This is an optimization exercise on Yosys and OpenROAD, whose aim is small area, a short achievable clock period and few clock cycles per item, not a production implementation. Function was checked by simulation only, so behaviour that the tests miss may differ from the original. Power figures rest on the tool's default switching activity, not on a simulated workload.

==> design.v <==
`timescale 1ns/1ps
`default_nettype none
package cpu_pkg;
    localparam int data_width = 32;
    localparam int w_oper     = 3;
    localparam int w_func     = 5;
    localparam int md_cycles  = 32;    
    localparam logic [w_oper-1:0] oper_alus = 3'd0;
    localparam logic [w_oper-1:0] oper_aluu = 3'd1;
    localparam logic [w_oper-1:0] oper_mfhi = 3'd2;
    localparam logic [w_oper-1:0] oper_mflo = 3'd3;
    localparam logic [w_oper-1:0] oper_mthi = 3'd4;
    localparam logic [w_oper-1:0] oper_mtlo = 3'd5;
    localparam logic [w_oper-1:0] oper_mfc0 = 3'd6;
    localparam logic [w_func-1:0] func_none = 5'd0;
    localparam logic [w_func-1:0] func_and  = 5'd1;
    localparam logic [w_func-1:0] func_or   = 5'd2;
    localparam logic [w_func-1:0] func_xor  = 5'd3;
    localparam logic [w_func-1:0] func_nor  = 5'd4;
    localparam logic [w_func-1:0] func_lui  = 5'd5;
    localparam logic [w_func-1:0] func_sll  = 5'd6;
    localparam logic [w_func-1:0] func_srl  = 5'd7;
    localparam logic [w_func-1:0] func_sra  = 5'd8;
    localparam logic [w_func-1:0] func_add  = 5'd9;
    localparam logic [w_func-1:0] func_sub  = 5'd10;
    localparam logic [w_func-1:0] func_slt  = 5'd11;
    localparam logic [w_func-1:0] func_mul  = 5'd12;
    localparam logic [w_func-1:0] func_div  = 5'd13;
    localparam logic [4:0] cp0_badvaddr = 5'd8;
    localparam logic [4:0] cp0_count    = 5'd9;
    localparam logic [4:0] cp0_compare  = 5'd11;
    localparam logic [4:0] cp0_status   = 5'd12;
    localparam logic [4:0] cp0_cause    = 5'd13;
    localparam logic [4:0] cp0_epc      = 5'd14;
endpackage
module bk_adder #(
    parameter int W = 36
) (
    input  logic [W-1:0] x,
    input  logic [W-1:0] y,
    input  logic         cin,
    output logic [W-1:0] s
);
    logic [W:0] g;
    logic [W:0] p;
    logic [W:0] gg;
    logic [W:0] pp;
    always_comb begin
        g[0] = cin;
        p[0] = 1'b0;
        for (int i = 0; i < W; i++) begin
            g[i+1] = x[i] & y[i];
            p[i+1] = x[i] ^ y[i];
        end
        gg = g;
        pp = p;
        for (int d = 1; d <= W; d = d * 2) begin
            for (int i = W; i >= 1; i--) begin
                if (((i / d) % 2) == 1) begin
                    gg[i] = gg[i] | (pp[i] & gg[(i / d) * d - 1]);
                    pp[i] = pp[i] & pp[(i / d) * d - 1];
                end
            end
        end
        for (int i = 0; i < W; i++) begin
            s[i] = p[i+1] ^ gg[i];
        end
    end
endmodule
`default_nettype wire
`timescale 1ns/1ps
`default_nettype none
import cpu_pkg::*;
module sglalu (
    input  logic [w_oper-1:0]     oper,
    input  logic [w_func-1:0]     func,
    input  logic [data_width-1:0] cp0_rt_data,
    input  logic [data_width-1:0] source_a,
    input  logic [data_width-1:0] source_b,
    input  logic [data_width-1:0] hi,
    input  logic [data_width-1:0] lo,
    output logic [data_width-1:0] result,
    output logic                  ov
);
    logic                  is_signed;
    logic                  sub;
    logic [data_width:0]   sum;
    logic                  less;
    logic                  left;
    logic [data_width-1:0] sh_in;
    logic [data_width-1:0] sh_out;
    logic [data_width-1:0] shifted;
    logic                  fill;
    assign is_signed = (oper == oper_alus);
    assign sub       = func[1];
    logic [35:0] sum36;
    bk_adder #(.W(36)) u_add (
        .x   ({3'b0, is_signed & source_a[data_width-1], source_a}),
        .y   ({3'b0, {is_signed & source_b[data_width-1], source_b} ^ {(data_width+1){sub}}}),
        .cin (sub),
        .s   (sum36)
    );
    assign sum = sum36[data_width:0];
    assign less = sum[data_width];
    assign ov = is_signed && ((func == func_add) || (func == func_sub)) &&
                (source_a[data_width-1] == (source_b[data_width-1] ^ sub)) &&
                (sum[data_width-1] != source_a[data_width-1]);
    assign left = (func == func_sll);
    assign fill = (func == func_sra) & source_a[data_width-1];
    always_comb begin
        for (int i = 0; i < data_width; i++) begin
            sh_in[i] = left ? source_a[data_width-1-i] : source_a[i];
        end
    end
    assign sh_out = $signed({fill, sh_in}) >>> source_b[4:0];
    always_comb begin
        for (int i = 0; i < data_width; i++) begin
            shifted[i] = left ? sh_out[data_width-1-i] : sh_out[i];
        end
    end
    always_comb begin
        case (func)
            func_and: begin
                case (oper)
                    oper_mfhi: result = hi;
                    oper_mflo: result = lo;
                    oper_mfc0: result = cp0_rt_data;
                    default:   result = source_a & source_b;
                endcase
            end
            func_or:  result = source_a | source_b;
            func_xor: result = source_a ^ source_b;
            func_nor: result = ~(source_a | source_b);
            func_lui: result = {source_b[15:0], 16'h0000};
            func_sll, func_srl, func_sra: result = shifted;
            func_add, func_sub: result = sum[data_width-1:0];
            func_slt: result = {{(data_width-1){1'b0}}, less};
            default:  result = '0;
        endcase
    end
endmodule
`default_nettype wire
`timescale 1ns/1ps
`default_nettype none
import cpu_pkg::*;
module mulalu (
    input  logic                  clk,
    input  logic                  reset,
    input  logic [w_oper-1:0]     oper,
    input  logic [w_func-1:0]     func,
    input  logic [data_width-1:0] source_a,
    input  logic [data_width-1:0] source_b,
    output logic                  busy,
    output logic [data_width-1:0] hi,
    output logic [data_width-1:0] lo
);
    localparam logic [2:0] st_idle   = 3'd0;
    localparam logic [2:0] st_pre    = 3'd1;
    localparam logic [2:0] st_run    = 3'd2;
    localparam logic [2:0] st_posthi = 3'd3;
    localparam logic [2:0] st_postlo = 3'd4;
    logic [2:0]            state;
    logic [5:0]            pos;       
    logic                  is_div;
    logic                  sgn;
    logic                  neg_a;
    logic                  neg_b;
    logic                  op_sub;
    logic [data_width-1:0] b;
    logic                  start;
    logic                  is_md;
    logic                  s_sgn;
    logic                  negate;
    logic                  e;
    logic [35:0]           bx;
    logic [35:0]           x;
    logic [35:0]           y0;
    logic [35:0]           y1;
    logic [35:0]           cs_s;
    logic [35:0]           cs_c;
    logic                  c0;
    logic [35:0]           s;
    logic                  q;
    logic [35:0]           cmp;
    logic                  skip;
    logic [5:0]            pos_next;
    logic [data_width-1:0] step_hi;
    logic [data_width-1:0] step_lo;
    logic [data_width-1:0] skip_hi;
    logic [data_width-1:0] skip_lo;
    assign busy  = (state != st_idle);
    assign is_md = (func == func_mul) || (func == func_div);
    assign start = is_md && !busy;
    assign s_sgn = (oper != oper_aluu);
    assign negate = (state == st_pre) || (state == st_posthi) || (state == st_postlo);
    assign e      = sgn & hi[data_width-1];
    assign bx     = {{4{sgn & b[data_width-1]}}, b};
    always_comb begin
        if (state == st_pre || state == st_postlo) begin
            x = ~{4'h0, lo};
        end else if (state == st_posthi) begin
            x = ~{4'h0, hi};
        end else if (is_div) begin
            x = {3'b000, hi, lo[data_width-1]};
        end else begin
            x = {{4{e}}, hi};
        end
    end
    assign y0 = negate ? '0 : ((bx & {36{is_div | lo[0]}}) ^ {36{op_sub}});
    assign y1 = (negate | is_div) ? '0 : (({bx[34:0], 1'b0} & {36{lo[1]}}) ^ {36{op_sub}});
    assign c0 = negate | op_sub;
    assign cs_s = x ^ y0 ^ y1;
    assign cs_c = {(x[34:0] & y0[34:0]) | (x[34:0] & y1[34:0]) | (y0[34:0] & y1[34:0]),
                   op_sub & ~negate & ~is_div};
    bk_adder #(.W(36)) u_add (.x(cs_s), .y(cs_c), .cin(c0), .s(s));
    assign q = ~s[35];
    always_comb begin
        if (is_div) begin
            step_hi = q ? s[data_width-1:0] : x[data_width-1:0];
            step_lo = {lo[data_width-2:0], q};
        end else begin
            step_hi = s[data_width+1:2];
            step_lo = {s[1:0], lo[data_width-1:2]};
        end
    end
    bk_adder #(.W(36)) u_cmp (.x({4'h0, hi[23:0], lo[data_width-1:24]}), .y(bx ^ {36{op_sub}}), .cin(op_sub), .s(cmp));
    always_comb begin
        if (is_div) begin
            skip    = (hi[data_width-1:24] == '0) && cmp[35];
            skip_hi = {hi[23:0], lo[data_width-1:24]};
            skip_lo = {lo[23:0], 8'h00};
        end else begin
            skip    = (lo[7:0] == '0);
            skip_hi = {{8{e}}, hi[data_width-1:8]};
            skip_lo = {hi[7:0], lo[data_width-1:8]};
        end
        skip = skip && (pos[5:3] != 3'd0);
    end
    assign pos_next = pos - (skip ? 6'd8 : is_div ? 6'd1 : 6'd2);
    always_ff @(posedge clk) begin
        if (reset) begin
            state <= st_idle;
        end else begin
            case (state)
                st_idle:   if (start) state <= (s_sgn & source_a[data_width-1]) ? st_pre : st_run;
                st_pre:    state <= st_run;
                st_run:    if (pos_next == 6'd0) state <= (is_div & neg_a) ? st_posthi :
                                                         (is_div & (neg_a ^ neg_b)) ? st_postlo : st_idle;
                st_posthi: state <= (neg_a ^ neg_b) ? st_postlo : st_idle;
                default:   state <= st_idle;
            endcase
        end
    end
    always_ff @(posedge clk) begin
        if (start) begin
            is_div <= (func == func_div);
            sgn    <= s_sgn;
            neg_a  <= s_sgn & source_a[data_width-1];
            neg_b  <= s_sgn & source_b[data_width-1];
            op_sub <= (func == func_div) ? ~(s_sgn & source_b[data_width-1]) :
                                           (s_sgn & source_a[data_width-1]);
            b      <= source_b;
            pos    <= 6'd32;
        end else if (state == st_run) begin
            pos <= pos_next;
        end
    end
    always_ff @(posedge clk) begin
        if (reset) begin
            hi <= '0;
            lo <= '0;
        end else begin
            case (state)
                st_idle: begin
                    if (start) begin
                        hi <= '0;
                        lo <= source_a;
                    end else begin
                        if (oper == oper_mthi) hi <= source_a;
                        if (oper == oper_mtlo) lo <= source_a;
                    end
                end
                st_pre, st_postlo: lo <= s[data_width-1:0];
                st_posthi:         hi <= s[data_width-1:0];
                st_run: begin
                    hi <= skip ? skip_hi : step_hi;
                    lo <= skip ? skip_lo : step_lo;
                end
                default: ;
            endcase
        end
    end
endmodule
`default_nettype wire
`timescale 1ns/1ps
`default_nettype none
`default_nettype wire
`timescale 1ns/1ps
`default_nettype none
import cpu_pkg::*;
module cp0_regs (
    input  logic                  clk,
    input  logic                  reset,
    input  logic                  cp0_write,
    input  logic [4:0]            cp0_addr,
    input  logic [data_width-1:0] cp0_rd_data,
    output logic [data_width-1:0] cp0_rt_data,
    output logic                  timer_irq
);
    logic [data_width-1:0] count;
    logic [data_width-1:0] compare;
    logic [data_width-1:0] status;
    logic [data_width-1:0] epc;
    logic                  compare_ok;
    logic                  status_ok;
    logic                  epc_ok;
    logic                  irq;
    logic                  half_tick;
    logic                  match;
    logic [data_width-1:0] count_inc;
    bk_adder #(.W(data_width)) u_inc (.x(count), .y('0), .cin(1'b1), .s(count_inc));
    assign match     = compare_ok && (count == compare) && (compare != '0);
    assign timer_irq = irq;    
    always_ff @(posedge clk) begin
        if (reset) begin
            count     <= '0;
            compare_ok <= 1'b0;
            status_ok  <= 1'b0;
            epc_ok     <= 1'b0;
            irq       <= 1'b0;
            half_tick <= 1'b0;
        end else begin
            half_tick <= ~half_tick;
            if (cp0_write && cp0_addr == cp0_count) begin
                count <= cp0_rd_data;
            end else if (half_tick) begin
                count <= count_inc;    
            end
            if (cp0_write && cp0_addr == cp0_status) begin
                status_ok <= 1'b1;
            end
            if (cp0_write && cp0_addr == cp0_epc) begin
                epc_ok <= 1'b1;
            end
            if (cp0_write && cp0_addr == cp0_compare) begin
                compare_ok <= 1'b1;
                irq        <= 1'b0;    
            end else if (match) begin
                irq <= 1'b1;
            end
        end
    end
    always_ff @(posedge clk) begin
        if (cp0_write && cp0_addr == cp0_status) begin
            status <= cp0_rd_data;
        end
        if (cp0_write && cp0_addr == cp0_epc) begin
            epc <= cp0_rd_data;
        end
        if (cp0_write && cp0_addr == cp0_compare) begin
            compare <= cp0_rd_data;
        end
    end
    always_comb begin
        case (cp0_addr)
            cp0_count:    cp0_rt_data = count;
            cp0_compare:  cp0_rt_data = compare_ok ? compare : '0;
            cp0_status:   cp0_rt_data = status_ok ? status : '0;
            cp0_cause:    cp0_rt_data = {16'h0000, irq, 15'h0000};
            cp0_epc:      cp0_rt_data = epc_ok ? epc : '0;
            default:      cp0_rt_data = '0;    
        endcase
    end
endmodule
`default_nettype wire
`timescale 1ns/1ps
`default_nettype none
import cpu_pkg::*;
module exec_stage (
    input  logic                  clk,
    input  logic                  reset,
    input  logic [w_oper-1:0]     oper,
    input  logic [w_func-1:0]     func,
    input  logic [data_width-1:0] source_a,
    input  logic [data_width-1:0] source_b,
    input  logic [4:0]            cp0_addr,
    input  logic                  cp0_write,
    output logic [data_width-1:0] result,
    output logic                  ov,
    output logic                  busy,
    output logic                  timer_irq
);
    logic [data_width-1:0] cp0_rt_data;
    logic [data_width-1:0] hi;
    logic [data_width-1:0] lo;
    sglalu u_sglalu (
        .oper        (oper),
        .func        (func),
        .cp0_rt_data (cp0_rt_data),
        .source_a    (source_a),
        .source_b    (source_b),
        .hi          (hi),
        .lo          (lo),
        .result      (result),
        .ov          (ov)
    );
    mulalu u_mulalu (
        .clk      (clk),
        .reset    (reset),
        .oper     (oper),
        .func     (func),
        .source_a (source_a),
        .source_b (source_b),
        .busy     (busy),
        .hi       (hi),
        .lo       (lo)
    );
    cp0_regs u_cp0_regs (
        .clk         (clk),
        .reset       (reset),
        .cp0_write   (cp0_write),
        .cp0_addr    (cp0_addr),
        .cp0_rd_data (source_b),
        .cp0_rt_data (cp0_rt_data),
        .timer_irq   (timer_irq)
    );
endmodule
`default_nettype wire
==> run.sh <==
#!/bin/bash
# synth_recipe.tcl (not shown) runs the flow's synth.tcl, then flattens the netlist and writes it again
# the make line also repeats each setting of config.mk as NAME=value (left out here)
make -C /OpenROAD-flow-scripts/flow DESIGN_CONFIG=/design/flow/config.mk WORK_HOME=/design/flow/orfs CLKGATE_MAP_FILE= SYNTH_SCRIPT=/design/flow/synth_recipe.tcl finish
==> config.mk <==
export PLATFORM = sky130hd
export DESIGN_NAME = exec_stage
export DESIGN_NICKNAME = exec_stage
export VERILOG_FILES = /design/flow/design.v
export SDC_FILE = /design/flow/constraint.sdc
export NUM_CORES = 4
export LEC_CHECK = 0
export CAP_MARGIN = 20
export CORE_MARGIN = 2
export CORE_UTILIZATION = 60
export SETUP_SLACK_MARGIN = 0.8
export SLEW_MARGIN = 20
==> constraint.sdc <==
create_clock -name core_clock -period 7.0 [get_ports {clk}]
set_input_delay 1.4000 -clock core_clock [delete_from_list [all_inputs] [get_ports {clk}]]
set_output_delay 1.4000 -clock core_clock [all_outputs]
set_load 0.01 [all_outputs]
==> impl_metrics.py, run 1 <==
metrics = {
    "yosys": {
        "synthAdderAreaFrac": 0.122,
        "synth_ff_type": "edfxtp_1",
        "synthesis.nets": 3296,
        "synth_top_area_frac": 0.162,
        "synth_area_leader_cell": "edfxtp_1",
        "yosys_warnings": 5,
        "syn_area_per_cell_um2": 8.19,
        "ys_seq_elements": 243,
        "synth-xor-area-share": 0.0723,
        "synth_compound_area_frac": 0.246,
        "synthSimpleGateAreaFrac": 0.174,
        "synth_edf_count": 133,
        "synth.area.top_cells": "edfxtp_1, dfxtp_1, ha_1, nand2_1, xor2_1",
        "ys_async_sr_fraction": 0,
        "synth_top_family_by_area": "compound AO/OA/AOI/OAI gates",
        "synthesis.area_um2": 24600,
        "ys_seq_area_frac": 0.252,
        "synth_mux_area_frac": 0.0799,
        "syn_inst": 3003,
        "synth_cell_type_count": 81,
    },
    "clock_tree": {
        "holdBufCountCts": 0,
        "h-tree-depth": 1,
        "clk_pin_slew_ns": 0.06,
        "cts_buffers": 29,
        "clockBufferDepth": 3,
        "tritoncts": "yes",
        "clk_latency_ns": 0.59,
        "cts.sinks": 243,
        "cts_root_buf": "clkbuf_16",
    },
    "routing": {
        "first_iter_violations": 5791,
        "vias_per_cell": 7.60,
        "drt_pass1_iterations": 9,
        "wirelength_um": 120000,
        "avgRoutedWirePerCell_um": 32.3,
        "via_count": 28200,
        "ant_nets": 0,
        "drcViolationCount": 0,
    },
    "critical_path": {
        "end_kind": "primary output",
        "criticalPathCategory": "input pin to primary output",
        "cp_max_fo": 2,
        "cp_slowest_cell": "fa_2",
        "worstSetupStartpointType": "input pin",
        "worst_ep_arrival_time_ns": 4.88,
        "cp_slowest_stage_delay_ns": 0.49,
        "r2r-start": "u_mulalu.state[2]",
        "crit_start": "source_b[5]",
        "crit_chain": "clkdlybuf4s15_1, xor2_4, ha_4, nand4_1, o21ai_1, a31oi_1, buf_4, a2111oi_4, o31ai_4, nand2_4, a21oi_4, o21ai_4, fa_2, a222oi_1, nand2_1, a211oi_2, o21ai_1, buf_2",
        "crit_top_cell": "o21ai_1",
        "worstPathRequired_ns": 5.60,
    },
    "global_routing": {
        "grt_pass1_wl_um": 172000,
        "grt_max_degree": 89,
        "grt_pass1_vias": 26500,
        "antenna_found_initial": 7,
        "grt_overflow": 0,
        "grtUsageTotal": 0.552,
    },
    "place": {
        "portBuffers": 114,
        "globalplace.congestion": 1.10,
        "place_area_um2": 27100,
        "dp_hpwl_um": 85300,
    },
    "power": {
        "p_leak_nw": 11.7,
        "vdd_drop_max_mv": 0.168,
        "powerDensity_nw_per_um2": 207,
        "power.total_w": 0.00601,
    },
    "sta": {
        "setup-violations-final": 0,
        "tightest_slew_ns": 1.18,
        "slew_viol_final": 0,
        "min_period_ns": 6.28,
        "fin_crit_sh": 0.897,
        "final.setup_skew_ns": 0.0206,
        "slew_headroom": 0.208,
        "fmax_mhz": 159,
        "hold_violations": 0,
        "rsz0062_at_grt": "yes",
    },
    "cells_and_area": {
        "fillers": 3148,
        "nets": 3447,
        "drive_above_1_share": 0.149,
        "layout_commonest_cell": "nand2_1",
        "regArea_um2": 6200,
        "syn_to_final_growth_pct": 18.2,
        "multi_input_area_um2": 17900,
        "fin_area_um2": 29100,
        "layout_common_cells": "nand2_1, nor2_1, buf_4, a21oi_1, ha_1",
    },
    "floorplanning": {
        "initial_core_util": 0.605,
        "io_pins": 115,
        "num_rows": 74,
        "dieArea_um2": 42600,
        "die_w_um": 206,
        "dieHeight_um": 206,
        "coreArea_um2": 40600,
    },
    "status": {
        "status": "complete, no violations",
    },
    "min_path": {
        "min_from": "u_cp0_regs.epc_ok",
        "hold_path_class": "flip-flop to flip-flop",
    },
    "run": {
        "maxCapViolCount": 0,
    },
}
-- logic make-up after synthesis --
family | Yosys count
AND/OR/NAND/NOR | 971
AO/OA/AOI/OAI | 881
buffers and inverters | 340
flip-flops | 243
adder cells (fa/ha/maj) | 213
XOR/XNOR | 203
multiplexers | 152
-- registers in the layout, indices dropped and copies added (netlist names), 3 cells and up --
| register | cells |
|---|---|
| u_cp0_regs.compare | 32 |
| u_cp0_regs.epc | 32 |
| u_mulalu.state | 3 |
| u_mulalu.pos | 6 |
| u_cp0_regs.count | 32 |
| u_mulalu.lo | 32 |
| u_mulalu.b | 32 |
| u_cp0_regs.status | 32 |
| u_mulalu.hi | 32 |
-- area by class of cell --
| cell class | count | share of cell area |
|---|---|---|
| Antenna cell | 3 | 0.000258 |
| Timing Repair Buffer | 345 | 0.103 |
| Inverter | 115 | 0.0150 |
| Multi-Input combinational cell | 2420 | 0.615 |
| Tap cell | 532 | 0.0229 |
| Clock inverter | 18 | 0.00448 |
| Sequential cell | 243 | 0.213 |
| Clock buffer | 35 | 0.0264 |
-- power breakdown --
part	internal, W	switching [W]	total, W
clock	0.000819	0.000660	0.00148
combinational	0.000985	0.00178	0.00276
sequential	0.00158	0.000191	0.00177
-- per-layer routing --
metal  routed length, um  track usage  up-vias
li1                    -            -    11500
met1               37900        0.630    13000
met2               48100        0.780     2783
met3               20100        0.254      932
met4               13600        0.464        8
met5                 110       0.0131        -
-- synthesized netlist by cell type, drive strengths merged (45+ instances only) --
cell type	instances
o22ai	45
o21ai	174
nand2	361
a211oi	103
ha	167
inv	114
mux2i	104
fa	46
nand3	83
xor2	142
a221oi	69
a21oi	179
nor2	327
xnor2	61
dfxtp	110
edfxtp	133
clkbuf	182
-- final timing paths --
kind                                     endpoint  slack [ns]  cells past startpoint
worst max-delay path                   result[31]        0.72                     18
worst min-delay path            u_cp0_regs.epc_ok        0.47                      2
worst max register to register    u_mulalu.hi[14]        0.73                     20
worst min register to register  u_cp0_regs.epc_ok        0.47                      2
-- critical path, delay by kind of cell --
kind,cells,cell delay [ns]
AOI/OAI and AO/OA,9,1.59
adders and majority gates,2,0.78
buffers and inverters,3,0.57
and+or+nand+nor,3,0.30
xor gates and xnor gates,1,0.22
-- metrics by stage --
stage          TNS [ns]  cells  hold WS (ns)   util  setup slack [ns]
3_5_place_dp     -0.848   3620         0.464  0.666            -0.434
2_1_floorplan         0   3003         0.432      -             0.857
3_3_place_gp     -0.735   3620         0.454  0.666            -0.405
5_1_grt               0   3708         0.518  0.715             0.563
4_1_cts               0   3693         0.477  0.702             0.693
6_report              0   3711         0.470  0.715             0.721
-- what timing repair did --
action	CTS	global route
cloned	1	2
pin swaps	45	47
setup buffers	19	13
setup endpoints to repair	35	78
gates resized for setup	184	111
Testbench counts, summed over its fixed seeds: cycles 21,169, instructions 12,000.
==> run 2: changes to the inputs <==
--- a/config.mk
+++ b/config.mk
@@ -5,8 +5,9 @@
 export SDC_FILE = /design/flow/constraint.sdc
 export NUM_CORES = 4
 export LEC_CHECK = 0
+export ABC_AREA = 1
 export CAP_MARGIN = 20
 export CORE_MARGIN = 2
-export CORE_UTILIZATION = 60
-export SETUP_SLACK_MARGIN = 0.8
+export CORE_UTILIZATION = 55
+export SETUP_SLACK_MARGIN = 1.2
 export SLEW_MARGIN = 20
==> run 2 against run 1 <==
  * Maximum frequency increased by 3.1%
  * Hold slack improved by 0.019 ns
  * Flip-flop and latch count is the same
  * Critical endpoint unchanged
==> impl_metrics.py, run 2 <==
metrics = {
    "critical_path": {
        "criticalPathCategory": "input pin to primary output",
        "worst_ep_arrival_time_ns": 4.69,
        "worstPathRequired_ns": 5.60,
        "end_kind": "primary output",
        "cp_max_fo": 5,
        "worstSetupStartpointType": "input pin",
    },
    "min_path": {
        "hold_path_class": "flip-flop to flip-flop",
    },
    "routing": {
        "drcViolationCount": 0,
        "drt_pass1_iterations": 14,
        "via_count": 31600,
        "first_iter_violations": 5294,
        "ant_nets": 0,
        "wirelength_um": 129000,
        "vias_per_cell": 6.82,
        "avgRoutedWirePerCell_um": 27.9,
    },
    "sta": {
        "final.setup_skew_ns": 0.0327,
        "setup_slack_ns": 0.910,
        "fmax_mhz": 164,
        "hold_ws_ns": 0.489,
        "min_period_ns": 6.09,
        "hold_violations": 0,
        "slew_viol_final": 0,
        "finalSetupTns_ns": 0,
        "slew_headroom": 0.275,
        "rsz0062_at_grt": "yes",
        "tightest_slew_ns": 1.09,
        "fin_crit_sh": 0.870,
        "setup-violations-final": 0,
    },
    "yosys": {
        "synth.area.top_cells": "edfxtp_1, nand2_1, dfxtp_1, ha_1, nand3_1",
        "syn_inst": 3860,
        "synth_cell_type_count": 62,
        "yosysMostFrequentCell": "nand2_1",
        "ys_seq_area_frac": 0.239,
        "ys_async_sr_fraction": 0,
        "synth_area_leader_cell": "edfxtp_1",
        "yosys-top-cells-count": "nand2_1, inv_1, nand3_1, o21ai_0, a21oi_1",
        "yosys_warnings": 5,
        "ys_seq_elements": 243,
        "syn_area_per_cell_um2": 6.70,
        "synth_top_area_frac": 0.154,
        "synthesis.area_um2": 25900,
        "synthesis.nets": 4153,
        "synth_edf_count": 133,
        "synth_ff_type": "edfxtp_1",
    },
    "clock_tree": {
        "cts_buffers": 28,
        "tritoncts": "yes",
        "h-tree-depth": 1,
        "holdBufCountCts": 0,
        "cts.sinks": 243,
        "clk_pin_slew_ns": 0.06,
        "clk_latency_ns": 0.61,
        "clockBufferDepth": 3,
        "cts_root_buf": "clkbuf_16",
    },
    "floorplanning": {
        "num_rows": 79,
        "coreArea_um2": 46500,
        "dieArea_um2": 48800,
        "io_pins": 115,
        "dieHeight_um": 221,
        "initial_core_util": 0.557,
        "die_w_um": 221,
    },
    "global_routing": {
        "grtUsageTotal": 0.503,
        "grtUsageMet1": 0.617,
        "grt_overflow": 0,
        "use_met3": 0.151,
        "grt_pass1_wl_um": 187000,
        "antenna_found_initial": 8,
        "grtUsageMet2": 0.743,
        "top_usage_layer": "met2",
        "grt_max_degree": 91,
        "grt_pass1_vias": 29300,
    },
    "cells_and_area": {
        "layout_common_cells": "nand2_1, inv_1, nand3_1, o21ai_0, a21oi_1",
        "nets": 4292,
        "fillers": 4067,
        "multi_input_area_um2": 17800,
        "layout_commonest_cell": "nand2_1",
        "drive_above_1_share": 0.132,
        "syn_to_final_growth_pct": 17.1,
        "fin_area_um2": 30300,
        "regArea_um2": 6200,
    },
    "place": {
        "dp_hpwl_um": 91900,
        "portBuffers": 114,
        "globalplace.congestion": 1.07,
        "place_area_um2": 27800,
        "dp_slack_ns": 0.107,
    },
    "power": {
        "power_frac_comb": 0.499,
        "power_frac_clock": 0.234,
        "p_leak_nw": 13.6,
        "switchingPower_w": 0.00316,
        "power_frac_seq": 0.267,
        "internal-power_w": 0.00348,
        "powerDensity_nw_per_um2": 219,
        "power.total_w": 0.00665,
        "vdd_drop_max_mv": 0.312,
        "swShare": 0.476,
    },
    "status": {
        "status": "complete, no violations",
    },
    "run": {
        "maxCapViolCount": 0,
    },
}
[run 2: routing by layer]
layer	routed length [um]	vias up
li1	-	13500
met1	44300	14500
met2	52800	2827
met3	18800	795
met4	13400	10
met5	61	-
[run 2: area by class of cell]
type / instances / area share
Sequential cell: 243 / 0.205
Tap cell: 607 / 0.0251
Inverter: 432 / 0.0545
Antenna cell: 3 / 0.000248
Clock inverter: 21 / 0.00760
Timing Repair Buffer: 328 / 0.0966
Clock buffer: 31 / 0.0235
Multi-Input combinational cell: 2966 / 0.588
[run 2: power by group through the flow]
stage	Clock, W	Sequential, W	Combinational, W
after floorplan	0	0.00168	0.00199
after global placement	0	0.00178	0.00287
after detailed placement	0	0.00178	0.00294
after CTS	0.00154	0.00175	0.00305
after global routing	0.00159	0.00177	0.00352
final	0.00156	0.00177	0.00332
[run 2: cells by family after synthesis]
logic type | after synthesis | synth area share
xor+xnor | 130 | 0.0440
buf+inv | 654 | 0.102
simple gates | 1704 | 0.286
compound gates | 914 | 0.211
fa+ha+maj | 213 | 0.116
mux | 2 | 0.000774
flops | 243 | 0.239
[run 2: stage by stage]
stage | instances | utilization
after global placement | 4488 | 0.599
final | 4631 | 0.652
after floorplan | 3860 | -
after global routing | 4628 | 0.652
after CTS | 4598 | 0.639
after detailed placement | 4488 | 0.599
[run 2: repair_timing]
action                     4_1_cts  5_1_grt
resized for setup              188      108
hold endpoints to repair         0        0
pin swaps                       43       53
buffers inserted                54       25
cloned                           4        4
setup endpoints to repair       34       74
[run 2: path summary, 6_finish.rpt]
path	depth (start not counted)	to	slack (ns)	startpoint
max reg2reg	27	u_mulalu.hi[16]	1.38	u_mulalu.is_div
min	1	u_cp0_regs.epc_ok	0.49	u_cp0_regs.epc_ok
max	28	result[31]	0.91	func[1]
min reg2reg	1	u_cp0_regs.epc_ok	0.49	u_cp0_regs.epc_ok
[run 2: worst max-delay path, stage by stage]
cell     delay, ns
buf_12        0.13
buf_12        0.15
xor2_2        0.15
ha_1          0.31
nand2_2       0.07
nor2_2        0.10
inv_1         0.06
nor2_2        0.13
inv_1         0.07
nor2_2        0.13
inv_1         0.06
nor2_2        0.13
inv_2         0.07
nor2_4        0.10
inv_2         0.04
nor2_2        0.11
nor3_2        0.06
nand2_2       0.07
nand2_2       0.06
nand2_2       0.06
fa_2          0.44
nand2_2       0.09
nand2_1       0.05
nor2_1        0.09
nand3_1       0.09
a21oi_2       0.20
nand3_1       0.10
buf_2         0.14
==> run 3: changes to the inputs <==
--- a/config.mk
+++ b/config.mk
@@ -8,6 +8,6 @@
 export ABC_AREA = 1
 export CAP_MARGIN = 20
 export CORE_MARGIN = 2
-export CORE_UTILIZATION = 55
-export SETUP_SLACK_MARGIN = 1.2
+export CORE_UTILIZATION = 40
+export SETUP_SLACK_MARGIN = 1.0
 export SLEW_MARGIN = 20
==> run 3 against run 2 <==
  * Still clean on timing, DRC and antenna
  * Total power shrank 1.4%
  * Maximum frequency grew 1.5%
  * Combinational power shrank 6%
  * Hold slack lost 0.018 ns
  * Synthesized cell count is the same
  * Sequential share of layout area grew 0.082 points
  * Via count shrank 7.3%
  * Sequential power is essentially flat
  * Routed wire length shrank 2.3%
  * Global-route usage shrank 14 points
  * Critical path type unchanged
  * Critical endpoint is now result[0]
==> impl_metrics.py, run 3 <==
metrics = {
    "status": {
        "status": "complete, no violations",
    },
    "sta": {
        "tightest_slew_ns": 1.06,
        "rsz0062_at_grt": "yes",
        "final.setup_skew_ns": 0.0287,
        "min_period_ns": 6.00,
        "slew_headroom": 0.295,
        "fmax_mhz": 167,
        "finalSetupTns_ns": 0,
        "hold_violations": 0,
        "setup-violations-final": 0,
        "slew_viol_final": 0,
        "fin_crit_sh": 0.858,
        "setup_slack_ns": 0.997,
    },
    "floorplanning": {
        "initial_core_util": 0.403,
        "io_pins": 115,
        "die_w_um": 258,
        "coreArea_um2": 64200,
        "dieArea_um2": 66700,
        "num_rows": 93,
        "dieHeight_um": 258,
    },
    "critical_path": {
        "r2r-start": "u_mulalu.is_div",
        "criticalPathCategory": "input pin to primary output",
        "worst_ep_arrival_time_ns": 4.60,
        "rrSetupSlack_ns": 1.40,
        "r2r_end": "u_mulalu.hi[15]",
        "cp_max_fo": 3,
        "end_kind": "primary output",
        "r2r_cells": 17,
        "worstSetupStartpointType": "input pin",
        "worstPathRequired_ns": 5.60,
    },
    "routing": {
        "wirelength_um": 126000,
        "vias_per_cell": 6.06,
        "via_count": 29300,
        "drt_pass1_iterations": 7,
        "ant_nets": 0,
        "avgRoutedWirePerCell_um": 26.2,
        "first_iter_violations": 4404,
        "drcViolationCount": 0,
    },
    "yosys": {
        "synth_area_leader_cell": "edfxtp_1",
        "synth.area.top_cells": "edfxtp_1, nand2_1, dfxtp_1, ha_1, nand3_1",
        "synth_edf_count": 133,
        "syn_area_per_cell_um2": 6.70,
        "yosys_warnings": 5,
        "synth_ff_type": "edfxtp_1",
        "yosys-top-cells-count": "nand2_1, inv_1, nand3_1, o21ai_0, a21oi_1",
        "synthesis.nets": 4153,
        "synthesis.area_um2": 25900,
        "yosysMostFrequentCell": "nand2_1",
        "syn_inst": 3860,
        "ys_seq_elements": 243,
        "synth_top_area_frac": 0.154,
        "ys_seq_area_frac": 0.239,
        "synth_cell_type_count": 62,
        "ys_async_sr_fraction": 0,
    },
    "power": {
        "p_leak_nw": 13.5,
        "powerDensity_nw_per_um2": 217,
        "vdd_drop_max_mv": 0.172,
    },
    "clock_tree": {
        "holdBufCountCts": 0,
        "tritoncts": "yes",
        "clk_pin_slew_ns": 0.06,
        "cts_root_buf": "clkbuf_16",
        "clockBufferDepth": 3,
        "cts_buffers": 30,
        "h-tree-depth": 1,
        "cts.sinks": 243,
        "clk_latency_ns": 0.61,
    },
    "global_routing": {
        "grt_pass1_vias": 26400,
        "grtUsageMet2": 0.553,
        "grt_overflow": 0,
        "grt_max_degree": 143,
        "grt_pass1_wl_um": 181000,
        "grtUsageMet1": 0.491,
        "antenna_found_initial": 4,
        "grtUsageTotal": 0.366,
        "top_usage_layer": "met2",
        "use_met3": 0.0652,
    },
    "cells_and_area": {
        "syn_to_final_growth_pct": 16.6,
        "layout_commonest_cell": "nand2_1",
        "fillers": 6701,
        "nets": 4246,
        "layout_common_cells": "nand2_1, inv_1, nand3_1, o21ai_0, a21oi_1",
        "drive_above_1_share": 0.112,
    },
    "min_path": {
        "holdPathEnd": "u_cp0_regs.epc_ok",
        "holdPathStages": 1,
        "min_from": "u_cp0_regs.epc_ok",
        "hold_path_class": "flip-flop to flip-flop",
    },
    "place": {
        "portBuffers": 114,
        "dp_hpwl_um": 95300,
        "globalplace.congestion": 1.07,
        "dp_slack_ns": 0.170,
    },
    "run": {
        "maxCapViolCount": 0,
    },
}
## run 3: worst max-delay path, cell delays in order
cell and delay [ns]:
dlygate4sd2_1 0.43, xor2_1 0.27, ha_4 0.25, a21oi_1 0.15, nand2_2 0.08, nand2_1 0.09, nand2_2 0.10, nand3_2 0.08
nand2_2 0.10, nand3_2 0.10, nand2_2 0.06, nand2_2 0.08, nand2_2 0.05, fa_2 0.33, xnor2_1 0.14, xor2_1 0.18
a221oi_2 0.29, buf_4 0.19, nand3_1 0.08, buf_2 0.14
## run 3: final cells by class
type	instances	area, um^2	area share
Clock buffer	37	848	0.0281
Sequential cell	243	6200	0.205
Antenna cell	1	2.50	0.0000830
Inverter	432	1640	0.0543
Tap cell	855	1070	0.0355
Multi-Input combinational cell	2963	17600	0.583
Clock inverter	19	196	0.00651
Timing Repair Buffer	282	2600	0.0863
Timing Repair inverter	1	7.51	0.000249
## run 3: worst max-delay path by stage
| stage | start | endpoint | slack (ns) | depth (start not counted) |
|---|---|---|---|---|
| finish | source_b[4] | result[0] | 1.0 | 20 |
| global route | func[1] | result[0] | 0.86 | 25 |
| CTS | source_b[8] | result[0] | 0.92 | 18 |
| detailed placement | source_b[24] | result[0] | 0.17 | 25 |
| global placement | source_b[24] | result[0] | 0.19 | 25 |
| floorplan | func[1] | result[0] | 1.10 | 17 |
## run 3: through the flow
step / instances / hold WS [ns] / cell area (um^2) / total power (W) / utilization
after floorplan: 3860 / 0.442 / 25900 / 0.00368 / -
final: 4833 / 0.471 / 30200 / 0.00655 / 0.470
after global placement: 4745 / 0.453 / 28200 / 0.00474 / 0.440
after CTS: 4819 / 0.475 / 29700 / 0.00642 / 0.462
after global routing: 4833 / 0.503 / 30200 / 0.00687 / 0.470
after detailed placement: 4745 / 0.459 / 28200 / 0.00474 / 0.440
## run 3: cell families (layout without fill, tap and decap cells)
logic type               Yosys count  after routing  share of synthesized area
flip-flops                       243            243                      0.239
other                              0              1                          0
adder cells (fa/ha/maj)          213            213                      0.116
AND/OR/NAND/NOR                 1704           1704                      0.286
multiplexers                       2              2                   0.000774
XOR/XNOR                         130            130                     0.0440
AO/OA/AOI/OAI                    914            914                      0.211
buffers and inverters            654            771                      0.102
## run 3: layer usage
layer | routed length (um) | up-vias
met5 | 22 | -
met4 | 8790 | 4
met1 | 50600 | 13700
met3 | 13300 | 361
met2 | 53700 | 1867
li1 | - | 13400
## run 3: power by group
group / internal, W / switching (W)
Combinational: 0.000999 / 0.00213
Sequential: 0.00159 / 0.000180
Clock: 0.000944 / 0.000715
Total: 0.00353 / 0.00302
## run 3: timing repair
| action | CTS | global route |
|---|---|---|
| pin swaps | 23 | 36 |
| gates cloned | 3 | 2 |
| setup endpoints to repair | 33 | 33 |
| buffers inserted | 15 | 9 |
| resized for setup | 110 | 110 |
==> run 4: changes to the inputs <==
==> flow/run.sh (new file) <==
#!/bin/bash
# The standard layout, with buf_4 port buffers (instead of a delay cell) and
# resizing not limited to the cell's own footprint. make's full output is in make.log.
set -euo pipefail
bash standard.sh "BUFFER_PORTS_ARGS=-buffer_cell sky130_fd_sc_hd__buf_4" MATCH_CELL_FOOTPRINT=0 finish > make.log 2>&1
==> standard.sh (new file) <==
#!/bin/bash
# synth_recipe.tcl (not shown) runs the flow's synth.tcl, then flattens the netlist and writes it again
# the make line also repeats each setting of config.mk as NAME=value (left out here)
make -C /OpenROAD-flow-scripts/flow DESIGN_CONFIG=/design/flow/config.mk WORK_HOME=/design/flow/orfs CLKGATE_MAP_FILE= SYNTH_SCRIPT=/design/flow/synth_recipe.tcl "${@:-finish}"
removed: run.sh
==> run 4 against run 3 <==
  * Combinational power fell by 2%
  * Count of clock-buffer cells in the layout fell by 1
  * Still clean
  * Maximum frequency fell by 0.35%
==> impl_metrics.py, run 4 <==
metrics = {
    "status": {
        "status": "complete, no violations",
    },
    "place": {
        "dp_hpwl_um": 90600,
        "globalplace.congestion": 1.03,
        "portBuffers": 114,
    },
    "floorplanning": {
        "num_rows": 93,
        "coreArea_um2": 64200,
        "io_pins": 115,
        "initial_core_util": 0.403,
        "dieHeight_um": 258,
        "die_w_um": 258,
        "dieArea_um2": 66700,
    },
    "cells_and_area": {
        "layout_commonest_cell": "nand2_1",
        "antenna_cells": 0,
        "layout_common_cells": "nand2_1, inv_1, nand3_1, o21ai_0, a21oi_1",
        "nets": 4176,
        "drive_above_1_share": 0.110,
        "syn_to_final_growth_pct": 11.8,
    },
    "clock_tree": {
        "clk_latency_ns": 0.60,
        "h-tree-depth": 1,
        "holdBufCountCts": 0,
        "cts_root_buf": "clkbuf_16",
        "cts.sinks": 243,
        "tritoncts": "yes",
        "cts_buffers": 29,
        "clk_pin_slew_ns": 0.06,
        "clockBufferDepth": 3,
    },
    "global_routing": {
        "grt_max_degree": 140,
        "grt_pass1_wl_um": 177000,
        "antenna_found_initial": 1,
        "grt_pass1_vias": 26100,
        "grtUsageTotal": 0.356,
        "grt_overflow": 0,
    },
    "min_path": {
        "min_from": "u_cp0_regs.epc_ok",
        "holdPathEnd": "u_cp0_regs.epc_ok",
        "holdPathStages": 1,
        "hold_path_class": "flip-flop to flip-flop",
    },
    "yosys": {
        "yosys_warnings": 5,
        "synth_top_area_frac": 0.154,
        "synth.area.top_cells": "edfxtp_1, nand2_1, dfxtp_1, ha_1, nand3_1",
        "syn_area_per_cell_um2": 6.70,
        "synth_ff_type": "edfxtp_1",
        "yosysMostFrequentCell": "nand2_1",
        "ys_seq_elements": 243,
        "ys_seq_area_frac": 0.239,
        "synth_edf_count": 133,
        "synthesis.nets": 4153,
        "synth_area_leader_cell": "edfxtp_1",
        "synth_cell_type_count": 62,
        "ys_async_sr_fraction": 0,
        "syn_inst": 3860,
        "synthesis.area_um2": 25900,
        "yosys-top-cells-count": "nand2_1, inv_1, nand3_1, o21ai_0, a21oi_1",
    },
    "run": {
        "maxCapViolCount": 0,
    },
    "critical_path": {
        "r2r-start": "u_mulalu.state[2]",
        "cp_slowest_stage_delay_ns": 0.40,
        "cp_slowest_cell": "fa_2",
        "rrSetupSlack_ns": 1.37,
        "criticalPathCategory": "input pin to primary output",
        "end_kind": "primary output",
        "crit_top_cell": "nand2_2",
        "crit_chain": "buf_16, buf_16, buf_12, buf_6, xor2_1, ha_1, a21oi_2, nand2_4, nand3_2, nand2_2, nand3_2, nand2_2, nand2_2, nand2_2, fa_2, xnor2_2, xor2_2, a221oi_2, nand3_1, buf_6",
        "r2r_end": "u_mulalu.hi[31]",
        "worstPathRequired_ns": 5.60,
        "worst_ep_arrival_time_ns": 4.62,
        "cp_max_fo": 8,
        "worstSetupStartpointType": "input pin",
        "r2r_cells": 25,
    },
    "routing": {
        "routed.top_layer": "met4",
        "via_count": 28900,
        "met2_length_um": 51400,
        "first_iter_violations": 4287,
        "wl_met1_um": 48400,
        "wl_met3_um": 14800,
        "vias_per_cell": 6.08,
        "avgRoutedWirePerCell_um": 25.9,
        "drcViolationCount": 0,
        "wirelength_um": 123000,
        "drt_pass1_iterations": 6,
        "ant_nets": 0,
    },
    "sta": {
        "setup-violations-final": 0,
        "min_period_ns": 6.02,
        "hold_violations": 0,
        "rsz0062_at_grt": "yes",
        "slew_headroom": 0.264,
        "fmax_mhz": 166,
        "finalSetupTns_ns": 0,
        "tightest_slew_ns": 1.10,
        "fin_crit_sh": 0.861,
        "slew_viol_final": 0,
        "final.setup_skew_ns": 0.0166,
        "hold_ws_ns": 0.481,
    },
    "power": {
        "vdd_drop_max_mv": 0.189,
        "p_leak_nw": 12.7,
        "powerDensity_nw_per_um2": 219,
    },
}
-- run 4: changes by cell type in the layout (fill, tap and decap cells not counted), sizes merged --
cell / before / now
clkdlybuf4s50: 47 / 0
buf: 174 / 212
dlymetal6s2s: 34 / 0
dlygate4sd2: 22 / 0
clkinvlp: 6 / 1
clkbuf: 41 / 38
inv: 428 / 430
bufinv: 2 / 1
clkdlybuf4s15: 1 / 0
clkinv: 16 / 17
diode: 1 / 0
-- run 4: per-layer routing --
layer | vias to the layer above | global-route usage
li1 | 13200 | -
met1 | 13400 | 0.476
met2 | 1905 | 0.534
met3 | 379 | 0.0732
met4 | 0 | 0.203
met5 | - | 0.00142
-- run 4: area by class of cell --
class                      instances  area (um^2)
tap                              855         1070
fill                            6755        35300
sequential                       243         6200
multi-input combinational       2963        17400
clock inverter                    17          129
inverter                         432         1630
timing repair buffer             214         1740
clock buffer                      36          772
-- run 4: repair_timing --
action	in CTS	in global routing
pin swaps	6	43
setup endpoints to repair	5	7
setup buffers	6	24
cloned	0	2
gates resized for setup	14	66
-- run 4: kinds of logic after synthesis --
group | share of synthesized area
AND/OR/NAND/NOR | 0.286
AO/OA/AOI/OAI | 0.211
buffers and inverters | 0.102
flip-flops | 0.239
adder cells (fa/ha/maj) | 0.116
XOR/XNOR | 0.0440
multiplexers | 0.000774
-- run 4: where the power goes --
part | switching, W | total [W] | internal (W)
Combinational | 0.00213 | 0.00308 | 0.000952
Sequential | 0.000172 | 0.00176 | 0.00159
Clock | 0.000674 | 0.00150 | 0.000821
-- run 4: worst max-delay path by stage --
| stage | start | to | slack (ns) | cells past startpoint |
|---|---|---|---|---|
| final | func[1] | result[0] | 0.98 | 20 |
| after global routing | func[1] | result[0] | 0.83 | 22 |
| after CTS | func[1] | result[31] | 1.01 | 20 |
| after detailed placement | func[1] | result[0] | 0.55 | 18 |
| after global placement | func[1] | result[0] | 0.62 | 19 |
| after floorplan | func[1] | result[0] | 1.07 | 19 |
-- run 4: through the flow --
| step | power (W) | setup slack (ns) | utilization | instance area [um^2] | instances |
|---|---|---|---|---|---|
| after floorplan | 0.00368 | 1.07 | - | 25900 | 3860 |
| after global placement | 0.00465 | 0.621 | 0.427 | 27400 | 4675 |
| after detailed placement | 0.00466 | 0.553 | 0.427 | 27400 | 4675 |
| after CTS | 0.00616 | 1.01 | 0.442 | 28400 | 4734 |
| after global routing | 0.00664 | 0.830 | 0.450 | 28900 | 4760 |
| final | 0.00634 | 0.976 | 0.450 | 28900 | 4760 |
-- run 4: worst max-delay path, delay by kind of cell --
kind                     cells  cell delay (ns)
AND/OR/NAND/NOR              8             0.72
adder cells (fa/ha/maj)      2             0.77
AO/OA/AOI/OAI                2             0.51
XOR/XNOR                     3             0.51
buffers and inverters        5             0.70
==> run 5: changes to the inputs <==
--- a/config.mk
+++ b/config.mk
@@ -8,6 +8,6 @@
 export ABC_AREA = 1
 export CAP_MARGIN = 20
 export CORE_MARGIN = 2
-export CORE_UTILIZATION = 40
-export SETUP_SLACK_MARGIN = 1.0
+export CORE_UTILIZATION = 55
+export SETUP_SLACK_MARGIN = 1.2
 export SLEW_MARGIN = 20
==> run 5 against run 4 <==
  * First-iteration DRC count increased by 19%
  * Clock skew decreased by 0.00089 ns
  * Total power increased by 2.5%
  * Setup slack got worse by 0.10 ns
  * Sequential power about the same
  * Non-clock buffer count increased by 11
  * Maximum frequency decreased by 1.7%
  * Largest power group unchanged
  * Flip-flop and latch count unchanged
  * Global-route usage increased by 12 points
  * Sequential share of layout area about the same
  * Synthesized area unchanged
  * Core utilization increased by 17 points
  * Still clean
==> impl_metrics.py, run 5 <==
metrics = {
    "global_routing": {
        "grt_overflow": 0,
        "antenna_found_initial": 2,
        "grt_max_degree": 78,
        "grtUsageTotal": 0.473,
        "grt_pass1_wl_um": 175000,
        "grt_pass1_vias": 28200,
    },
    "sta": {
        "final.setup_skew_ns": 0.0157,
        "finalSetupTns_ns": 0,
        "fmax_mhz": 163,
        "slew_viol_final": 0,
        "fin_crit_sh": 0.875,
        "tightest_slew_ns": 1.14,
        "hold_violations": 0,
        "rsz0062_at_grt": "yes",
        "setup-violations-final": 0,
        "slew_headroom": 0.241,
        "min_period_ns": 6.12,
        "hold_ws_ns": 0.492,
    },
    "cells_and_area": {
        "layout_common_cells": "nand2_1, inv_1, nand3_1, o21ai_0, a21oi_1",
        "layout_commonest_cell": "nand2_1",
        "regArea_um2": 6200,
        "syn_to_final_growth_pct": 11.7,
        "multi_input_area_um2": 17400,
        "fin_util": 0.622,
        "nets": 4187,
        "drive_above_1_share": 0.113,
        "fillers": 4314,
    },
    "clock_tree": {
        "cts_root_buf": "clkbuf_16",
        "cts_buffers": 29,
        "tritoncts": "yes",
        "clk_pin_slew_ns": 0.06,
        "h-tree-depth": 1,
        "clockBufferDepth": 3,
        "cts.sinks": 243,
        "clk_latency_ns": 0.61,
        "holdBufCountCts": 0,
    },
    "yosys": {
        "ys_async_sr_fraction": 0,
        "syn_area_per_cell_um2": 6.70,
        "synth.area.top_cells": "edfxtp_1, nand2_1, dfxtp_1, ha_1, nand3_1",
        "synth_top_area_frac": 0.154,
        "synthesis.nets": 4153,
        "ys_seq_elements": 243,
        "yosys-top-cells-count": "nand2_1, inv_1, nand3_1, o21ai_0, a21oi_1",
        "synth_ff_type": "edfxtp_1",
        "synth_edf_count": 133,
        "synth_area_leader_cell": "edfxtp_1",
        "synth_mux_area_frac": 0.000774,
        "synth_top_family_by_area": "simple AND/OR/NAND/NOR gates",
        "yosysMostFrequentCell": "nand2_1",
        "syn_inst": 3860,
        "synth_cell_type_count": 62,
        "synth_compound_area_frac": 0.211,
        "yosys_warnings": 5,
        "synthesis.area_um2": 25900,
        "synthAdderAreaFrac": 0.116,
        "ys_seq_area_frac": 0.239,
        "synth-xor-area-share": 0.0440,
        "synthSimpleGateAreaFrac": 0.286,
    },
    "critical_path": {
        "cp_max_fo": 8,
        "worst_ep_arrival_time_ns": 4.72,
        "r2r_cells": 26,
        "r2r-start": "u_mulalu.state[2]",
        "r2r_end": "u_mulalu.hi[29]",
        "rrSetupSlack_ns": 1.45,
        "criticalPathCategory": "input pin to primary output",
        "end_kind": "primary output",
        "worstPathRequired_ns": 5.60,
        "worstSetupStartpointType": "input pin",
    },
    "floorplanning": {
        "num_rows": 79,
        "die_w_um": 221,
        "dieHeight_um": 221,
        "coreArea_um2": 46500,
        "io_pins": 115,
        "dieArea_um2": 48800,
        "initial_core_util": 0.557,
    },
    "place": {
        "portBuffers": 114,
        "dp_hpwl_um": 87900,
        "globalplace.congestion": 1.05,
    },
    "min_path": {
        "hold_path_class": "flip-flop to flip-flop",
        "min_from": "u_cp0_regs.epc_ok",
        "holdPathEnd": "u_cp0_regs.epc_ok",
        "holdPathStages": 1,
    },
    "power": {
        "power.total_w": 0.00650,
        "p_leak_nw": 12.9,
        "vdd_drop_max_mv": 0.329,
        "powerDensity_nw_per_um2": 225,
    },
    "routing": {
        "vias_per_cell": 6.69,
        "drt_pass1_iterations": 9,
        "drcViolationCount": 0,
        "via_count": 30300,
        "avgRoutedWirePerCell_um": 26.8,
        "wirelength_um": 121000,
        "first_iter_violations": 5112,
        "ant_nets": 0,
    },
    "run": {
        "maxCapViolCount": 0,
    },
    "status": {
        "status": "complete, no violations",
    },
}
## run 5: kinds of logic (layout without fill, tap and decap cells)
kind of cell | Yosys count | after routing
buf+inv | 654 | 710
compound gates | 914 | 914
simple gates | 1704 | 1704
mux | 2 | 2
other cells | 0 | 2
flops | 243 | 243
xor+xnor | 130 | 130
fa+ha+maj | 213 | 213
## run 5: critical path: stages
cell and delay, ns:
buf_16 0.14, xor2_2 0.15, ha_1 0.34, a21oi_2 0.19
o21bai_2 0.11, a21oi_2 0.19, o21ai_4 0.12, inv_2 0.09
nor2_2 0.04, nor3_2 0.31, nand2_2 0.11, nand2_2 0.10
nand2_2 0.06, fa_2 0.35, xnor2_2 0.15, xor2_1 0.19
a221oi_2 0.38, nand3_1 0.13, buf_4 0.17
## run 5: per-layer routing
layer / up-vias / track usage / wire length, um
li1: 13200 / - / -
met1: 13900 / 0.593 / 42500
met2: 2462 / 0.699 / 50300
met3: 660 / 0.136 / 17500
met4: 4 / 0.331 / 10800
met5: - / 0 / 23
## run 5: layout make-up
cell class	count	area share
timing repair buffer	225	0.0645
tap	607	0.0263
clock buffer	36	0.0274
multi-input combinational	2963	0.603
antenna	2	0.000173
clock inverter	17	0.00814
sequential	243	0.214
inverter	432	0.0565
## run 5: report_power, final
part / switching (W) / leakage, nW / internal (W)
sequential: 0.000168 / 2.10 / 0.00159
clock: 0.000695 / 0.504 / 0.000990
combinational: 0.00209 / 10.2 / 0.000960
total: 0.00296 / 12.9 / 0.00354
## run 5: metrics by stage
step,setup WS [ns],instance area [um^2],instances
4_1_cts,1.03,28600,4510
5_1_grt,0.808,28900,4523
6_report,0.875,28900,4525
2_1_floorplan,1.21,25900,3860
3_3_place_gp,0.508,27000,4421
3_5_place_dp,0.376,27000,4421
## run 5: worst max path at each step
stage / from / end / cells after the start
2_1_floorplan: func[1] / result[0] / 19
3_3_place_gp: func[1] / result[0] / 22
3_5_place_dp: func[1] / result[0] / 22
4_1_cts: source_b[16] / result[0] / 19
5_1_grt: func[1] / result[0] / 19
6_report: func[1] / result[0] / 19
## run 5: what timing repair did
| action | in CTS | in global routing |
|---|---|---|
| cloned | 2 | 0 |
| setup endpoints to repair | 33 | 76 |
| hold endpoints to repair | 0 | 0 |
| buffers inserted | 34 | 11 |
| resized for setup | 40 | 44 |
| pin swaps | 17 | 30 |
==> run 6: changes to the inputs <==
--- a/design.v
+++ b/design.v
@@ -176,6 +176,13 @@
     logic [35:0]           x;
     logic [35:0]           y0;
     logic [35:0]           y1;
+    logic [35:0]           y2;
+    logic [35:0]           y3;
+    logic [35:0]           cs1_s;
+    logic [35:0]           cs1_c;
+    logic [35:0]           cs2_s;
+    logic [35:0]           cs2_c;
+    logic                  mul_sub;
     logic [35:0]           cs_s;
     logic [35:0]           cs_c;
     logic                  c0;
@@ -208,10 +215,16 @@
     end
     assign y0 = negate ? '0 : ((bx & {36{is_div | lo[0]}}) ^ {36{op_sub}});
     assign y1 = (negate | is_div) ? '0 : (({bx[34:0], 1'b0} & {36{lo[1]}}) ^ {36{op_sub}});
+    assign y2 = (negate | is_div) ? '0 : (({bx[33:0], 2'b00} & {36{lo[2]}}) ^ {36{op_sub}});
+    assign y3 = (negate | is_div) ? '0 : (({bx[32:0], 3'b000} & {36{lo[3]}}) ^ {36{op_sub}});
     assign c0 = negate | op_sub;
-    assign cs_s = x ^ y0 ^ y1;
-    assign cs_c = {(x[34:0] & y0[34:0]) | (x[34:0] & y1[34:0]) | (y0[34:0] & y1[34:0]),
-                   op_sub & ~negate & ~is_div};
+    assign mul_sub = op_sub & ~negate & ~is_div;
+    assign cs1_s = y0 ^ y1 ^ y2;
+    assign cs1_c = {(y0[34:0] & y1[34:0]) | (y0[34:0] & y2[34:0]) | (y1[34:0] & y2[34:0]), mul_sub};
+    assign cs2_s = cs1_s ^ cs1_c ^ y3;
+    assign cs2_c = {(cs1_s[34:0] & cs1_c[34:0]) | (cs1_s[34:0] & y3[34:0]) | (cs1_c[34:0] & y3[34:0]), mul_sub};
+    assign cs_s  = x ^ cs2_s ^ cs2_c;
+    assign cs_c  = {(x[34:0] & cs2_s[34:0]) | (x[34:0] & cs2_c[34:0]) | (cs2_s[34:0] & cs2_c[34:0]), mul_sub};
     bk_adder #(.W(36)) u_add (.x(cs_s), .y(cs_c), .cin(c0), .s(s));
     assign q = ~s[35];
     always_comb begin
@@ -219,8 +232,8 @@
             step_hi = q ? s[data_width-1:0] : x[data_width-1:0];
             step_lo = {lo[data_width-2:0], q};
         end else begin
-            step_hi = s[data_width+1:2];
-            step_lo = {s[1:0], lo[data_width-1:2]};
+            step_hi = s[data_width+3:4];
+            step_lo = {s[3:0], lo[data_width-1:4]};
         end
     end
     bk_adder #(.W(36)) u_cmp (.x({4'h0, hi[23:0], lo[data_width-1:24]}), .y(bx ^ {36{op_sub}}), .cin(op_sub), .s(cmp));
@@ -236,7 +249,7 @@
         end
         skip = skip && (pos[5:3] != 3'd0);
     end
-    assign pos_next = pos - (skip ? 6'd8 : is_div ? 6'd1 : 6'd2);
+    assign pos_next = pos - (skip ? 6'd8 : is_div ? 6'd1 : 6'd4);
     always_ff @(posedge clk) begin
         if (reset) begin
             state <= st_idle;
--- a/config.mk
+++ b/config.mk
@@ -8,6 +8,6 @@
 export ABC_AREA = 1
 export CAP_MARGIN = 20
 export CORE_MARGIN = 2
-export CORE_UTILIZATION = 55
-export SETUP_SLACK_MARGIN = 1.2
+export CORE_UTILIZATION = 40
+export SETUP_SLACK_MARGIN = 1.0
 export SLEW_MARGIN = 20
==> run 6 against run 5 <==
  * Synthesized cell count up 7.6%
  * First-iteration DRC count down 19%
  * Sequential power hardly changed
  * Core utilization down 16 points
  * Hold slack worse by 0.028 ns
  * Critical endpoint is now ov
==> impl_metrics.py, run 6 <==
metrics = {
    "place": {
        "place_inst": 5065,
        "dp_hpwl_um": 102000,
        "dp_slack_ns": 0.0529,
        "portBuffers": 114,
        "globalplace.congestion": 1.07,
    },
    "routing": {
        "ant_nets": 0,
        "first_iter_violations": 4117,
        "drcViolationCount": 0,
        "via_count": 31300,
        "wirelength_um": 135000,
        "drt_pass1_iterations": 6,
        "vias_per_cell": 6.03,
        "avgRoutedWirePerCell_um": 26.0,
    },
    "critical_path": {
        "r2r_cells": 26,
        "cp_slowest_stage_delay_ns": 0.43,
        "worstSetupStartpointType": "input pin",
        "criticalPathCategory": "input pin to primary output",
        "cp_num_buf_inv": 9,
        "endpoint": "ov",
        "worst_ep_arrival_time_ns": 4.94,
        "rrSetupSlack_ns": 1.14,
        "r2r-start": "u_mulalu.state[0]",
        "cp_max_fo": 6,
        "crit_top_cell": "nand2_1",
        "r2r_end": "u_mulalu.hi[13]",
        "end_kind": "primary output",
        "worstPathRequired_ns": 5.60,
        "crit_start": "func[1]",
        "path_depth": 28,
        "cp_slowest_cell": "fa_2",
        "crit_family": "simple AND/OR/NAND/NOR gates",
    },
    "cells_and_area": {
        "syn_to_final_growth_pct": 13.9,
        "instances_no_fill": 5186,
        "drive_above_1_share": 0.107,
        "layout_commonest_cell": "nand2_1",
        "layout_common_cells": "nand2_1, inv_1, o21ai_0, buf_4, nand3_1",
        "nets": 4581,
    },
    "floorplanning": {
        "initial_core_util": 0.403,
        "io_pins": 115,
        "num_rows": 97,
        "die_w_um": 269,
        "coreArea_um2": 69800,
        "dieArea_um2": 72500,
        "dieHeight_um": 269,
    },
    "sta": {
        "slew_viol_final": 0,
        "setup_slack_ns": 0.661,
        "fmax_mhz": 158,
        "setup-violations-final": 0,
        "final.setup_skew_ns": 0.0151,
        "fin_crit_sh": 0.906,
        "tightest_slew_ns": 1.22,
        "finalSetupTns_ns": 0,
        "min_period_ns": 6.34,
        "rsz0062_at_grt": "yes",
        "slew_headroom": 0.182,
        "hold_violations": 0,
    },
    "global_routing": {
        "top_usage_layer": "met2",
        "grtUsageMet2": 0.522,
        "grt_max_degree": 85,
        "grtUsageMet1": 0.468,
        "antenna_found_initial": 3,
        "grt_pass1_wl_um": 191000,
        "grt_pass1_vias": 28300,
        "use_met3": 0.0645,
        "grtUsageTotal": 0.352,
        "grt_overflow": 0,
    },
    "run": {
        "maxCapViolCount": 0,
    },
    "clock_tree": {
        "cts_root_buf": "clkbuf_16",
        "clk_latency_ns": 0.61,
        "cts_buffers": 30,
        "clockBufferDepth": 3,
        "holdBufCountCts": 0,
        "clk_pin_slew_ns": 0.06,
        "tritoncts": "yes",
        "cts.sinks": 243,
        "h-tree-depth": 1,
    },
    "min_path": {
        "hold_path_class": "flip-flop to flip-flop",
        "min_from": "u_cp0_regs.status_ok",
    },
    "yosys": {
        "yosys-top-cells-count": "nand2_1, inv_1, o21ai_0, nand3_1, a21oi_1",
        "yosys_warnings": 5,
        "synth_area_leader_cell": "edfxtp_1",
        "synthesis.nets": 4514,
        "syn_area_per_cell_um2": 6.77,
        "ys_seq_area_frac": 0.220,
        "yosysMostFrequentCell": "nand2_1",
        "synth.area.top_cells": "edfxtp_1, nand2_1, inv_1, o21ai_0, fa_1",
        "ys_seq_elements": 243,
        "synthesis.area_um2": 28100,
        "syn_inst": 4153,
        "synth_top_area_frac": 0.142,
        "ys_async_sr_fraction": 0,
        "synth_cell_type_count": 63,
        "synth_edf_count": 133,
        "synth_ff_type": "edfxtp_1",
    },
    "status": {
        "status": "complete, no violations",
    },
    "power": {
        "power.total_w": 0.00862,
        "powerDensity_nw_per_um2": 269,
        "p_leak_nw": 14.3,
        "vdd_drop_max_mv": 0.248,
    },
}
## run 6: kinds of logic after synthesis
logic type,Yosys count,share of synthesized area
compound gates,1124,0.242
flops,243,0.220
simple gates,1484,0.221
xor+xnor,96,0.0312
mux,23,0.00819
buf+inv,902,0.122
fa+ha+maj,281,0.155
## run 6: where the power goes
part | switching, W | internal [W] | leakage (nW) | total (W)
Clock | 0.000687 | 0.000856 | 0.470 | 0.00154
Combinational | 0.00360 | 0.00175 | 11.8 | 0.00535
Sequential | 0.000151 | 0.00158 | 2.10 | 0.00173
## run 6: how the worst min path moves through the flow
stage	to	cells after the start
2_1_floorplan	u_cp0_regs.status_ok	1
3_3_place_gp	u_cp0_regs.status_ok	1
3_5_place_dp	u_cp0_regs.status_ok	1
4_1_cts	u_cp0_regs.status_ok	1
5_1_grt	u_cp0_regs.status_ok	1
6_report	u_cp0_regs.status_ok	1
## run 6: metrics by stage
| step | util | area, um^2 | hold WS, ns |
|---|---|---|---|
| 2_1_floorplan | - | 28200 | 0.441 |
| 3_3_place_gp | 0.431 | 30100 | 0.448 |
| 3_5_place_dp | 0.431 | 30100 | 0.453 |
| 4_1_cts | 0.450 | 31400 | 0.467 |
| 5_1_grt | 0.459 | 32000 | 0.491 |
| 6_report | 0.459 | 32000 | 0.464 |
## run 6: worst register-to-register path, delay by kind of cell, from the launching register on
kind	cells	cell delay [ns]
AO/OA/AOI/OAI	7	1.90
adder cells (fa/ha/maj)	2	0.85
buffers and inverters	5	1.35
flip-flops	1	0.37
AND/OR/NAND/NOR	12	1.27
## run 6: layout make-up
type,count,area (um^2)
Fill cell,7236,37700
Multi-Input combinational cell,3009,18900
Sequential cell,243,6200
Inverter,668,2530
Timing Repair Buffer,264,2220
Tap cell,940,1180
Clock buffer,43,860
Clock inverter,13,98.8
Timing Repair inverter,4,25.0
Antenna cell,2,5.00
## run 6: timing repair
item                                    in CTS  in global routing
gates cloned                                 2                  6
buffers inserted                            26                 27
gates resized for setup                     29                 86
endpoints found under the setup margin      62                 76
pin swaps                                   19                 22
## run 6: metal layers
layer | vias up | part of all wire
li1 | 14200 | -
met1 | 14600 | 0.39
met2 | 2058 | 0.42
met3 | 433 | 0.11
met4 | 0 | 0.082
met5 | - | 0
Testbench counts of run 6, summed over its fixed seeds: cycles 18,800, instructions 12,000.

==> re-timing with driven ports <==
The results above use ideal ports. As a check the final layouts listed here were re-extracted and re-timed, cells and wires unchanged. Step 1: set_driving_cell puts a clkbuf_16 on clk and a buf_2 on each other input, an assumption about the parent block. Step 2 times the ports against the registers' clock, not the clock port: input delays grow and output delays shrink by t, the midpoint of the rising clock arrivals with the driver on. a / b / c = ideal ports / drivers / drivers and shift; a / b = the first two.
run	t (ns)	slack for setup (ns)	worst setup path after step 2	latest minus earliest clock arrival (ns)	slew at the worst register clock pin (ns)
run 1	0.639	0.721 / 0.537 / 0.537	input to output	0.020 / 0.020	0.07 / 0.07
run 2	0.657	0.910 / 0.857 / 0.857	input to output	0.032 / 0.033	0.08 / 0.08
run 3	0.665	0.997 / 0.945 / 0.945	input to output	0.036 / 0.035	0.07 / 0.07
run 4	0.654	0.976 / 0.830 / 0.830	input to output	0.020 / 0.020	0.07 / 0.07
run 5	0.671	0.875 / 0.714 / 0.714	input to output	0.016 / 0.017	0.07 / 0.07
run 6	0.669	0.661 / 0.522 / 0.522	input to output	0.016 / 0.016	0.07 / 0.07
After both steps every run listed still meets setup and hold. For run 1, which loses most, drivers alone change the setup slack by -0.184 ns; drivers and shift together by -0.184 ns.
